Background: an optimization exercise with open tools, aiming at small area. Do not read the settings as production practice.
Only simulation tests tie the RTL to the original design; equivalence was not proved.
Power is estimated from default activity; no workload was simulated.

**run.sh**
```bash
#!/bin/bash
# synth_recipe.tcl (not shown) runs the flow's synth.tcl, then flattens the netlist and writes it again
# the make line also repeats each setting of config.mk as NAME=value (left out here)
make -C /OpenROAD-flow-scripts/flow DESIGN_CONFIG=/design/flow/config.mk WORK_HOME=/design/flow/orfs CLKGATE_MAP_FILE= SYNTH_SCRIPT=/design/flow/synth_recipe.tcl finish
```
**config.mk**
```make
export PLATFORM = sky130hd
export DESIGN_NAME = cpu_core
export DESIGN_NICKNAME = cpu_core
export VERILOG_FILES = /design/flow/design.v
export SDC_FILE = /design/flow/constraint.sdc
export NUM_CORES = 4
export LEC_CHECK = 0
export CAP_MARGIN = 20
export CORE_MARGIN = 2
export CORE_UTILIZATION = 40
export SLEW_MARGIN = 20
```
**constraint.sdc**
```tcl
create_clock -name core_clock -period 10.0 [get_ports {clk}]
set_input_delay 2.0000 -clock core_clock [delete_from_list [all_inputs] [get_ports {clk}]]
set_output_delay 2.0000 -clock core_clock [all_outputs]
set_load 0.01 [all_outputs]
```
**design.v**
```verilog
`timescale 1ns/100ps
`default_nettype none
package cpu_isa_pkg;
	localparam int xlen     = 32;
	localparam int imm_w    = 16;  
	localparam int target_w = 26;  
	typedef logic [xlen-1:0] word_t;
	typedef logic [4:0]      reg_addr_t;
	typedef logic [5:0]      opcode_t;
	typedef logic [5:0]      funct_t;
	localparam opcode_t op_special = 6'h00;
	localparam opcode_t op_j       = 6'h02;
	localparam opcode_t op_jal     = 6'h03;
	localparam opcode_t op_beq     = 6'h04;
	localparam opcode_t op_bne     = 6'h05;
	localparam opcode_t op_addiu   = 6'h09;
	localparam opcode_t op_slti    = 6'h0a;
	localparam opcode_t op_sltiu   = 6'h0b;
	localparam opcode_t op_andi    = 6'h0c;
	localparam opcode_t op_ori     = 6'h0d;
	localparam opcode_t op_xori    = 6'h0e;
	localparam opcode_t op_lui     = 6'h0f;
	localparam opcode_t op_lw      = 6'h23;
	localparam opcode_t op_sw      = 6'h2b;
	localparam funct_t fn_jr   = 6'h08;
	localparam funct_t fn_jalr = 6'h09;
	localparam funct_t fn_addu = 6'h21;
	localparam funct_t fn_subu = 6'h23;
	localparam funct_t fn_and  = 6'h24;
	localparam funct_t fn_or   = 6'h25;
	localparam funct_t fn_xor  = 6'h26;
	localparam funct_t fn_nor  = 6'h27;
	localparam funct_t fn_slt  = 6'h2a;
	localparam funct_t fn_sltu = 6'h2b;
	typedef enum logic [2:0] {
		alu_add, alu_sub, alu_and, alu_or, alu_xor, alu_nor, alu_slt, alu_sltu
	} alu_op_t;
	localparam reg_addr_t link_reg = 5'd31;  
	localparam word_t     reset_pc = 32'h0000_0000;
	localparam word_t     pc_step  = 32'd4;
endpackage
`default_nettype wire
`timescale 1ns/100ps
`default_nettype none
package cpu_bus_pkg;
	typedef enum logic [8:0] {
		st_init  = 9'b0_0000_0001,
		st_if    = 9'b0_0000_0010,
		st_iw    = 9'b0_0000_0100,
		st_id    = 9'b0_0000_1000,
		st_ex    = 9'b0_0001_0000,
		st_store = 9'b0_0010_0000,
		st_load  = 9'b0_0100_0000,
		st_rdw   = 9'b0_1000_0000,
		st_wb    = 9'b1_0000_0000
	} cpu_state_t;
	typedef struct packed {
		logic [31:0] addr;
		logic [31:0] wdata;
		logic [3:0]         wstrb;
		logic               read;
		logic               write;
	} mem_req_t;
	typedef struct packed {
		logic                   wen;
		logic [4:0] waddr;
		logic [31:0]     wdata;
		logic [31:0]     pc;
	} retire_t;
	typedef struct packed {
		logic [2:0] alu_op;
		logic use_imm;    
		logic zero_ext;   
		logic is_lui;
		logic is_load;
		logic is_store;
		logic is_branch;
		logic branch_ne;  
		logic is_jump;
		logic jump_reg;   
		logic link;
		logic writes_rd;
		logic writes_rt;
	} ctrl_t;
endpackage
`default_nettype wire
`timescale 1ns/100ps
`default_nettype none
module cpu_decode (
	input  cpu_isa_pkg::word_t                  ir,
	output cpu_bus_pkg::ctrl_t                  ctrl,
	output cpu_isa_pkg::reg_addr_t              rs,
	output cpu_isa_pkg::reg_addr_t              rt,
	output cpu_isa_pkg::reg_addr_t              rd,
	output logic [cpu_isa_pkg::imm_w-1:0]       imm,
	output logic [cpu_isa_pkg::target_w-1:0]    target,
	output logic                                nop
);
	cpu_isa_pkg::opcode_t opcode;
	cpu_isa_pkg::funct_t  funct;
	assign opcode = ir[31:26];
	assign rs     = ir[25:21];
	assign rt     = ir[20:16];
	assign rd     = ir[15:11];
	assign funct  = ir[5:0];
	assign imm    = ir[cpu_isa_pkg::imm_w-1:0];
	assign target = ir[cpu_isa_pkg::target_w-1:0];
	assign nop    = (ir == '0);  
	always_comb begin
		ctrl        = '0;
		ctrl.alu_op = cpu_isa_pkg::alu_add;
		case (opcode)
			cpu_isa_pkg::op_special: begin
				ctrl.writes_rd = 1'b1;
				case (funct)
					cpu_isa_pkg::fn_jr: begin
						ctrl.writes_rd = 1'b0;
						ctrl.is_jump   = 1'b1;
						ctrl.jump_reg  = 1'b1;
					end
					cpu_isa_pkg::fn_jalr: begin
						ctrl.is_jump  = 1'b1;
						ctrl.jump_reg = 1'b1;
						ctrl.link     = 1'b1;
					end
					cpu_isa_pkg::fn_addu: ctrl.alu_op = cpu_isa_pkg::alu_add;
					cpu_isa_pkg::fn_subu: ctrl.alu_op = cpu_isa_pkg::alu_sub;
					cpu_isa_pkg::fn_and:  ctrl.alu_op = cpu_isa_pkg::alu_and;
					cpu_isa_pkg::fn_or:   ctrl.alu_op = cpu_isa_pkg::alu_or;
					cpu_isa_pkg::fn_xor:  ctrl.alu_op = cpu_isa_pkg::alu_xor;
					cpu_isa_pkg::fn_nor:  ctrl.alu_op = cpu_isa_pkg::alu_nor;
					cpu_isa_pkg::fn_slt:  ctrl.alu_op = cpu_isa_pkg::alu_slt;
					cpu_isa_pkg::fn_sltu: ctrl.alu_op = cpu_isa_pkg::alu_sltu;
					default: ctrl.writes_rd = 1'b0;  
				endcase
			end
			cpu_isa_pkg::op_j:   ctrl.is_jump = 1'b1;
			cpu_isa_pkg::op_jal: begin
				ctrl.is_jump = 1'b1;
				ctrl.link    = 1'b1;
			end
			cpu_isa_pkg::op_beq, cpu_isa_pkg::op_bne: begin
				ctrl.is_branch = 1'b1;
				ctrl.branch_ne = (opcode == cpu_isa_pkg::op_bne);
				ctrl.alu_op    = cpu_isa_pkg::alu_sub;  
			end
			cpu_isa_pkg::op_addiu, cpu_isa_pkg::op_slti, cpu_isa_pkg::op_sltiu, cpu_isa_pkg::op_andi, cpu_isa_pkg::op_ori, cpu_isa_pkg::op_xori: begin
				ctrl.use_imm   = 1'b1;
				ctrl.writes_rt = 1'b1;
				case (opcode)
					cpu_isa_pkg::op_slti:  ctrl.alu_op = cpu_isa_pkg::alu_slt;
					cpu_isa_pkg::op_sltiu: ctrl.alu_op = cpu_isa_pkg::alu_sltu;  
					cpu_isa_pkg::op_andi:  ctrl.alu_op = cpu_isa_pkg::alu_and;
					cpu_isa_pkg::op_ori:   ctrl.alu_op = cpu_isa_pkg::alu_or;
					cpu_isa_pkg::op_xori:  ctrl.alu_op = cpu_isa_pkg::alu_xor;
					default:  ctrl.alu_op = cpu_isa_pkg::alu_add;
				endcase
				ctrl.zero_ext = (opcode == cpu_isa_pkg::op_andi) || (opcode == cpu_isa_pkg::op_ori) || (opcode == cpu_isa_pkg::op_xori);
			end
			cpu_isa_pkg::op_lui: begin
				ctrl.is_lui    = 1'b1;
				ctrl.writes_rt = 1'b1;
			end
			cpu_isa_pkg::op_lw: begin
				ctrl.is_load   = 1'b1;
				ctrl.use_imm   = 1'b1;
				ctrl.writes_rt = 1'b1;
			end
			cpu_isa_pkg::op_sw: begin
				ctrl.is_store = 1'b1;
				ctrl.use_imm  = 1'b1;
			end
			default: ctrl = '0;
		endcase
	end
endmodule
`default_nettype wire
`timescale 1ns/100ps
`default_nettype none
module cpu_alu (
	input  cpu_isa_pkg::word_t   a,
	input  cpu_isa_pkg::word_t   b,
	input  logic [2:0]           op,
	output cpu_isa_pkg::word_t   result,
	output logic                 zero
);
	always_comb begin
		case (op)
			cpu_isa_pkg::alu_add:  result = a + b;
			cpu_isa_pkg::alu_sub:  result = a - b;
			cpu_isa_pkg::alu_and:  result = a & b;
			cpu_isa_pkg::alu_or:   result = a | b;
			cpu_isa_pkg::alu_xor:  result = a ^ b;
			cpu_isa_pkg::alu_nor:  result = ~(a | b);
			cpu_isa_pkg::alu_slt:  result = {{(cpu_isa_pkg::xlen-1){1'b0}}, $signed(a) < $signed(b)};
			cpu_isa_pkg::alu_sltu: result = {{(cpu_isa_pkg::xlen-1){1'b0}}, a < b};
			default:  result = '0;
		endcase
	end
	assign zero = (result == '0);  
endmodule
`default_nettype wire
`timescale 1ns/100ps
`default_nettype none
module cpu_reg_file (
	input  logic                   clk,
	input  cpu_isa_pkg::reg_addr_t raddr1,
	input  cpu_isa_pkg::reg_addr_t raddr2,
	output cpu_isa_pkg::word_t     rdata1,
	output cpu_isa_pkg::word_t     rdata2,
	input  logic                   wen,
	input  cpu_isa_pkg::reg_addr_t waddr,
	input  cpu_isa_pkg::word_t     wdata
);
	cpu_isa_pkg::word_t regs [32];
	always_ff @(posedge clk) begin
		if (wen && (waddr != '0))
			regs[waddr] <= wdata;  
	end
	assign rdata1 = (raddr1 == '0) ? '0 : regs[raddr1];
	assign rdata2 = (raddr2 == '0) ? '0 : regs[raddr2];
endmodule
`default_nettype wire
`timescale 1ns/100ps
`default_nettype none
module cpu_control_fsm (
	input  logic                    clk,
	input  logic                    rst,
	input  logic                    is_load,
	input  logic                    is_store,
	input  logic                    wb_needed,
	input  logic                    nop,
	input  logic                    inst_req_ready,
	input  logic                    inst_valid,
	input  logic                    mem_req_ready,
	input  logic                    read_data_valid,
	output cpu_bus_pkg::cpu_state_t state,
	output logic                    inst_req_valid,
	output logic                    inst_ready,
	output logic                    mem_read,
	output logic                    mem_write,
	output logic                    read_data_ready
);
	cpu_bus_pkg::cpu_state_t next_state;
	always_ff @(posedge clk) begin
		if (rst)
			state <= cpu_bus_pkg::st_init;
		else
			state <= next_state;
	end
	always_comb begin
		next_state = state;  
		case (state)
			cpu_bus_pkg::st_init: next_state = cpu_bus_pkg::st_if;
			cpu_bus_pkg::st_if: begin
				if (inst_req_ready)
					next_state = cpu_bus_pkg::st_iw;
			end
			cpu_bus_pkg::st_iw: begin
				if (inst_valid)
					next_state = cpu_bus_pkg::st_id;
			end
			cpu_bus_pkg::st_id:   next_state = nop ? cpu_bus_pkg::st_if : cpu_bus_pkg::st_ex;
			cpu_bus_pkg::st_ex: begin
				if (is_store)
					next_state = cpu_bus_pkg::st_store;
				else if (is_load)
					next_state = cpu_bus_pkg::st_load;
				else if (wb_needed)
					next_state = cpu_bus_pkg::st_wb;
				else
					next_state = cpu_bus_pkg::st_if;  
			end
			cpu_bus_pkg::st_store: begin
				if (mem_req_ready)
					next_state = cpu_bus_pkg::st_if;
			end
			cpu_bus_pkg::st_load: begin
				if (mem_req_ready)
					next_state = cpu_bus_pkg::st_rdw;
			end
			cpu_bus_pkg::st_rdw: begin
				if (read_data_valid)
					next_state = cpu_bus_pkg::st_wb;
			end
			cpu_bus_pkg::st_wb:   next_state = cpu_bus_pkg::st_if;
			default: next_state = cpu_bus_pkg::st_init;
		endcase
	end
	assign inst_req_valid  = (state == cpu_bus_pkg::st_if);
	assign inst_ready      = (state == cpu_bus_pkg::st_iw);
	assign mem_write       = (state == cpu_bus_pkg::st_store);
	assign mem_read        = (state == cpu_bus_pkg::st_load);
	assign read_data_ready = (state == cpu_bus_pkg::st_rdw);
endmodule
`default_nettype wire
`timescale 1ns/100ps
`default_nettype none
module cpu_datapath (
	input  logic                    clk,
	input  logic                    rst,
	input  cpu_bus_pkg::cpu_state_t state,
	input  logic                    inst_valid,
	input  cpu_isa_pkg::word_t      instruction,
	input  logic                    read_data_valid,
	input  cpu_isa_pkg::word_t      read_data,
	input  logic                    mem_write,
	input  logic                    mem_read,
	output cpu_isa_pkg::word_t      pc,
	output cpu_bus_pkg::mem_req_t   mem_req,
	output cpu_bus_pkg::retire_t    retire,
	output logic                    is_load,
	output logic                    is_store,
	output logic                    wb_needed,
	output logic                    nop
);
	cpu_isa_pkg::word_t               ir;
	cpu_isa_pkg::word_t               mdr;
	cpu_isa_pkg::word_t               alu_out;
	cpu_isa_pkg::word_t               retired_pc;  
	cpu_bus_pkg::ctrl_t               ctrl;
	cpu_isa_pkg::reg_addr_t           rs;
	cpu_isa_pkg::reg_addr_t           rt;
	cpu_isa_pkg::reg_addr_t           rd;
	cpu_isa_pkg::reg_addr_t           waddr;
	logic [cpu_isa_pkg::imm_w-1:0]    imm;
	logic [cpu_isa_pkg::target_w-1:0] target;
	cpu_isa_pkg::word_t               rdata1;
	cpu_isa_pkg::word_t               rdata2;
	cpu_isa_pkg::word_t               imm_ext;
	cpu_isa_pkg::word_t               branch_off;
	cpu_isa_pkg::word_t               alu_a;
	cpu_isa_pkg::word_t               alu_b;
	cpu_isa_pkg::word_t               alu_result;
	cpu_isa_pkg::word_t               wb_data;
	logic [2:0]                       alu_op;
	logic                alu_zero;
	logic                branch_taken;
	logic                ir_load;
	logic                rf_wen;
	cpu_decode u_decode (
		.ir(ir), .ctrl(ctrl), .rs(rs), .rt(rt), .rd(rd),
		.imm(imm), .target(target), .nop(nop)
	);
	assign imm_ext    = ctrl.zero_ext ? {{(cpu_isa_pkg::xlen-cpu_isa_pkg::imm_w){1'b0}}, imm}
	                                  : {{(cpu_isa_pkg::xlen-cpu_isa_pkg::imm_w){imm[cpu_isa_pkg::imm_w-1]}}, imm};
	assign branch_off = {{(cpu_isa_pkg::xlen-cpu_isa_pkg::imm_w-2){imm[cpu_isa_pkg::imm_w-1]}}, imm, 2'b00};
	always_comb begin
		alu_a  = rdata1;
		alu_b  = ctrl.use_imm ? imm_ext : rdata2;
		alu_op = ctrl.alu_op;
		if (state == cpu_bus_pkg::st_iw) begin
			alu_a  = pc;
			alu_b  = cpu_isa_pkg::pc_step;
			alu_op = cpu_isa_pkg::alu_add;
		end else if (state == cpu_bus_pkg::st_id) begin
			alu_a  = pc;  
			alu_b  = branch_off;
			alu_op = cpu_isa_pkg::alu_add;
		end else if (ctrl.link) begin
			alu_a  = pc;  
			alu_b  = cpu_isa_pkg::pc_step;
			alu_op = cpu_isa_pkg::alu_add;
		end
	end
	cpu_alu u_alu (.a(alu_a), .b(alu_b), .op(alu_op), .result(alu_result), .zero(alu_zero));
	assign branch_taken = ctrl.is_branch && (alu_zero ^ ctrl.branch_ne);
	assign ir_load      = (state == cpu_bus_pkg::st_iw) && inst_valid;
	always_ff @(posedge clk) begin
		if (rst) begin
			pc         <= cpu_isa_pkg::reset_pc;
			retired_pc <= cpu_isa_pkg::reset_pc;
		end else if (ir_load) begin
			pc         <= alu_result;
			retired_pc <= pc;
		end else if (state == cpu_bus_pkg::st_ex) begin
			if (ctrl.is_jump && ctrl.jump_reg)
				pc <= rdata1;
			else if (ctrl.is_jump)
				pc <= {pc[31:28], target, 2'b00};
			else if (branch_taken)
				pc <= alu_out;  
		end
	end
	always_ff @(posedge clk) begin
		if (ir_load)
			ir <= instruction;
		if ((state == cpu_bus_pkg::st_id) || (state == cpu_bus_pkg::st_ex))
			alu_out <= alu_result;
		if ((state == cpu_bus_pkg::st_rdw) && read_data_valid)
			mdr <= read_data;
	end
	assign waddr   = ctrl.writes_rt ? rt : (ctrl.writes_rd ? rd : cpu_isa_pkg::link_reg);
	assign wb_data = ctrl.is_load ? mdr :
	                 ctrl.is_lui  ? {imm, {(cpu_isa_pkg::xlen-cpu_isa_pkg::imm_w){1'b0}}} : alu_out;
	assign rf_wen  = (state == cpu_bus_pkg::st_wb);
	cpu_reg_file u_reg_file (
		.clk(clk), .raddr1(rs), .raddr2(rt), .rdata1(rdata1), .rdata2(rdata2),
		.wen(rf_wen), .waddr(waddr), .wdata(wb_data)
	);
	assign mem_req = {{alu_out[cpu_isa_pkg::xlen-1:2], 2'b00},  
	                  rdata2,                                  
	                  mem_write ? 4'b1111 : 4'b0000,           
	                  mem_read,                                
	                  mem_write};                              
	assign retire = {rf_wen, waddr, wb_data, retired_pc};  
	assign is_load   = ctrl.is_load;
	assign is_store  = ctrl.is_store;
	assign wb_needed = ctrl.writes_rd || ctrl.writes_rt || ctrl.link;
endmodule
`default_nettype wire
`timescale 1ns/100ps
`default_nettype none
module cpu_core (
	input  logic                  clk,
	input  logic                  rst,
	output cpu_isa_pkg::word_t    pc,
	output logic                  inst_req_valid,
	input  logic                  inst_req_ready,
	input  cpu_isa_pkg::word_t    instruction,
	input  logic                  inst_valid,
	output logic                  inst_ready,
	output cpu_bus_pkg::mem_req_t mem_req,
	input  logic                  mem_req_ready,
	input  cpu_isa_pkg::word_t    read_data,
	input  logic                  read_data_valid,
	output logic                  read_data_ready,
	output cpu_bus_pkg::retire_t  retire
);
	cpu_bus_pkg::cpu_state_t state;
	logic       mem_read;
	logic       mem_write;
	logic       is_load;
	logic       is_store;
	logic       wb_needed;
	logic       nop;
	cpu_control_fsm u_control_fsm (
		.clk(clk), .rst(rst),
		.is_load(is_load), .is_store(is_store), .wb_needed(wb_needed), .nop(nop),
		.inst_req_ready(inst_req_ready), .inst_valid(inst_valid),
		.mem_req_ready(mem_req_ready), .read_data_valid(read_data_valid),
		.state(state),
		.inst_req_valid(inst_req_valid), .inst_ready(inst_ready),
		.mem_read(mem_read), .mem_write(mem_write), .read_data_ready(read_data_ready)
	);
	cpu_datapath u_datapath (
		.clk(clk), .rst(rst), .state(state),
		.inst_valid(inst_valid), .instruction(instruction),
		.read_data_valid(read_data_valid), .read_data(read_data),
		.mem_write(mem_write), .mem_read(mem_read),
		.pc(pc), .mem_req(mem_req), .retire(retire),
		.is_load(is_load), .is_store(is_store), .wb_needed(wb_needed), .nop(nop)
	);
endmodule
`default_nettype wire
```
==> run notes <==
----------------------------------------------------
[Run status]
  Status ... no timing/DRC/antenna violations

[Clock network]
  Post-CTS Setup Inserts ... 0
  Number of H-tree branching levels ... 4
  CTS tree ... built
  Count of instances resized after the clock tree is built ... 0
  Count of hold-fix buffers inserted at cts ... 0
  Number of buffers added by the clock tree synthesis step ... approximately 140
  Clock Sinks ... roughly 1200
  Clock-pin slew of the registers on the worst-case setup and hold paths ... ~0.060 ns
  Clock insertion delay at the later pin of the skew report ... 0.80 ns
  Root buf cell ... sky130_fd_sc_hd__clkbuf_16
  Buffers from clock root to sink, at most ... 3

[Die]
  Area enclosed by the die boundary ... 158000 sq um
  Die X-Extent ... about 400 um
  Y dimension of the die ... 398 um
  Core area ... around 150000 sq um
  Rows ... 144
  Starting Density ... 0.403
  Number of top-level design ports ... ~250

[Flow run]
  MaxCap Viol Count ... 0

[Route]
  Vias per std cell ... roughly 6.4
  First-pass DRT Iterations ... 6
  Remaining antenna violation count ... 0
  DRC violation total after the first TritonRoute iteration ... 5577
  Residual DRC ... 0
  Avg WL per Cell ... between 30 and 40 um
  Wire length after detailed routing ... 220 mm
  Routed vias ... around 40000

[Place]
  Weighted congestion reported at the end of routability-driven placement ... 1.02
  Placement Setup Slack ... 1.15 ns
  Buffers on Ports ... roughly 240
  HPWL after detailed placement ... around 140 mm

[Timing]
  Slew at the pin closest to its max-slew limit ... approximately 1.2 ns
  Accumulated negative setup slack ... 0 ns
  Hold violation count in the final report ... 0
  Setup repair after global routing missed its margin ... no
  Max frequency ... between 0.1 and 0.15 GHz
  Pins Over Slew Limit ... 0
  # setup viols final ... 0
  Final period demand of the worst path ... roughly 9.2 ns
  Final setup margin ... roughly 0.83 ns
  Worst max-slew margin expressed relative to the limit ... 0.210
  Share of the cycle needed by the critical path after routing ... 0.917
  Post-Route Skew ... roughly 0.036 ns

[Finish]
  Layout Nets ... 4367
  Syn-to-layout area delta ... 15.7%
  Combined area of the multi-input logic cells ... 25400 sq um
  Proportion of layout cells with a drive suffix above 1 ... 0.265
  Area occupied by registers ... about 35000 sq um
  Number of filler cells placed in the layout ... roughly 13000

[Synth]
  Gate count of the mapped netlist ... around 3900
  Largest cells by area after synthesis ... sky130_fd_sc_hd__edfxtp_1, sky130_fd_sc_hd__mux4_2, sky130_fd_sc_hd__dfxtp_1
  Area leader, netlist ... sky130_fd_sc_hd__edfxtp_1
  Async S/R FF share, synth ... 0
  Post-synthesis sequential element count ... roughly 1200
  Post-synth EDFFs ... 1120
  Fraction of post-synthesis cell area in the top cell type by area ... 0.542
  Library cells used by synthesis ... between 90 and 100
  Top cells by count, synth ... sky130_fd_sc_hd__edfxtp_1, sky130_fd_sc_hd__mux4_2, sky130_fd_sc_hd__nand2_1, sky130_fd_sc_hd__nor2_1, sky130_fd_sc_hd__clkbuf_1
  Area of the mapped netlist ... roughly 62000 sq um
  Average size of a mapped cell ... about 16 sq um
  Most instantiated library cell after synthesis ... sky130_fd_sc_hd__edfxtp_1
  Sequential-to-total area share from yosys stat ... 0.569
  Yosys Warn Count ... 5
  Leading register cell type out of synthesis ... sky130_fd_sc_hd__edfxtp_1

[Pwr]
  Leak ... around 24 nW
  Part of the total power dissipated in the clock network ... 0.419
  Power Density ... approximately 160 nW/um^2
  Highest ir drop seen on vdd ... 0.000172 V
  Combinational group share of total power ... 0.096
  Switching power total ... around 2.8 mW
  Switching fraction of total power ... 0.246
  Sequential fraction of design power ... 0.484
  Cell internal pwr ... around 8.5 mW

[Global routing]
  Wire length of the first global-routing pass ... slightly above 300 mm
  Overall track demand over capacity in global routing ... 0.277
  Total congestion overflow ... 0
  Maximum number of pins on one net before global-route repair ... 71
  Initial antenna violation count ... 3
  Vias in the first global route ... between 30000 and 40000

[Worst setup path]
  Internal reg-to-reg setup slack ... ~0.83 ns
  Critical path start-end classification ... flop to flop
  Critical path peak fanout ... 30
  Data required time at the worst endpoint ... 10.69 ns
  Critical path arrival ... 9.86 ns
  Category of the worst setup path launch point ... flop
  Crit. End Element ... flop

[Hold path]
  Worst min-delay path class ... flop to flop

----------------------------------------------------
[registers in the layout (all words and copies together), names as in the netlist, named ones only]
| register | cells |
|---|---|
| u_datapath.alu_out | 32 |
| u_control_fsm.state | 9 |
| u_datapath.mdr | 32 |
| u_datapath.retired_pc | 32 |
| u_datapath.ir | 32 |
| u_datapath.pc | 32 |
| u_datapath.u_reg_file.regs | 1024 |
[through the flow]
step                std cells   util  area, sq um  hold slack [ns]  power, mW
floorplan                3971      -        62200            0.455       6.26
global placement         6105  0.439        67600            0.441       6.65
detailed placement       6105  0.439        67600            0.446       6.65
CTS                      6349  0.466        71800            0.453       11.4
global route             6350  0.466        71800            0.472       11.6
finish                   6351  0.466        71800            0.452       11.3
[critical path, cell delays in order (launching register included)]
cell and delay (ns):
sky130_fd_sc_hd__dfxtp_4 0.62, sky130_fd_sc_hd__buf_4 0.56, sky130_fd_sc_hd__mux4_2 0.59, sky130_fd_sc_hd__mux4_2 0.50
sky130_fd_sc_hd__nand2_1 0.09, sky130_fd_sc_hd__a21oi_1 0.08, sky130_fd_sc_hd__buf_4 0.24, sky130_fd_sc_hd__mux2_2 0.27
sky130_fd_sc_hd__nand2_1 0.06, sky130_fd_sc_hd__nand2_1 0.04, sky130_fd_sc_hd__nand2_1 0.14, sky130_fd_sc_hd__ha_1 0.32
sky130_fd_sc_hd__clkinv_1 0.31, sky130_fd_sc_hd__o31ai_1 1.05, sky130_fd_sc_hd__and2_1 0.27, sky130_fd_sc_hd__or3_1 0.20
sky130_fd_sc_hd__a31oi_1 0.12, sky130_fd_sc_hd__xnor2_1 0.16, sky130_fd_sc_hd__o221ai_1 0.45, sky130_fd_sc_hd__nand3_1 0.20
sky130_fd_sc_hd__nor4_1 0.93, sky130_fd_sc_hd__nand4_1 0.32, sky130_fd_sc_hd__nor4_2 0.33, sky130_fd_sc_hd__o21ai_2 0.12
sky130_fd_sc_hd__a32oi_4 0.26, sky130_fd_sc_hd__buf_4 0.45, sky130_fd_sc_hd__nor2_1 0.07, sky130_fd_sc_hd__a311oi_1 0.27
[placed cells by master, fill, tap and decap left out, drive strengths merged, types with 59 or more instances in the layout]
cell type and count:
a211oi 59, o21ai 93, inv 129, a21oi 155, dfxtp 83, mux2i 132, clkbuf 172, mux4 640
buf 180, nand2 321, edfxtp 1120, nand3 64, nor2 261, ha 96, clkdlybuf4s50 241
[cell type report]
type / count / share of cell area
sequential: 1203 / 0.492
multi-input combinational: 2317 / 0.353
antenna: 1 / 0.0000349
timing repair buffer: 421 / 0.0548
clock buffer: 172 / 0.0499
tap: 2044 / 0.0356
inverter: 121 / 0.00636
clock inverter: 72 / 0.00819
[path summary, 6_finish.rpt]
| path | start | end | cells after the start |
|---|---|---|---|
| worst max register to register | flop | u_datapath.pc[27] | 27 |
| worst max-delay path | flop | u_datapath.pc[27] | 27 |
| worst min-delay path | u_datapath.retired_pc[0] | u_datapath.retired_pc[0] | 2 |
| worst min register to register | u_datapath.retired_pc[0] | u_datapath.retired_pc[0] | 2 |
[cell families after synthesis]
kind of cell | after synthesis | synth area share
buf+inv | 451 | 0.0304
simple gates | 847 | 0.0623
other cells | 1 | 0.0000604
xor+xnor | 28 | 0.00395
compound gates | 522 | 0.0580
flops | 1203 | 0.569
fa+ha+maj | 98 | 0.0200
mux | 788 | 0.257
[power by group through the flow]
stage          Sequential, mW  Clock (mW)  Combinational [mW]
2_1_floorplan            5.56           0               0.696
3_3_place_gp             5.59           0                1.07
3_5_place_dp             5.59           0                1.06
4_1_cts                  5.48        4.82                1.07
5_1_grt                  5.48        5.02                1.15
6_report                 5.48        4.75                1.09
[per-layer routing]
metal,routed length (um),GRT usage,up-vias
met2,104000,0.436,2229
met3,19900,0.0590,406
met4,10500,0.119,0
met1,85900,0.371,21298
met5,0,0,-
li1,-,-,16423

separate check: timing with driven ports:
No port has a modelled driver above. Below, the same layout with a new extraction and two added sets of constraints.
Step 1, drivers: a clkbuf_16 drives clk and a buf_2 each remaining input, both assumed.
Step 2 moves the port delays by t, midway between the first and last clock arrival at a register: inputs arrive t later, outputs are due t later. That takes back most of the time a late clock gives input paths.
Three values: ideal ports, drivers, drivers and shift; two values: the first two.
t (ns): 0.867
setup slack, ns: 0.827 / 0.827 / 0.827
worst setup path after step 2: register to register
clock arrival spread, ns: 0.036 / 0.036
cell pins on the clock port's net: 1
After both steps setup and hold are still met in this run. For this run, drivers alone change the setup slack by 0.000 ns; drivers and shift together by 0.000 ns.
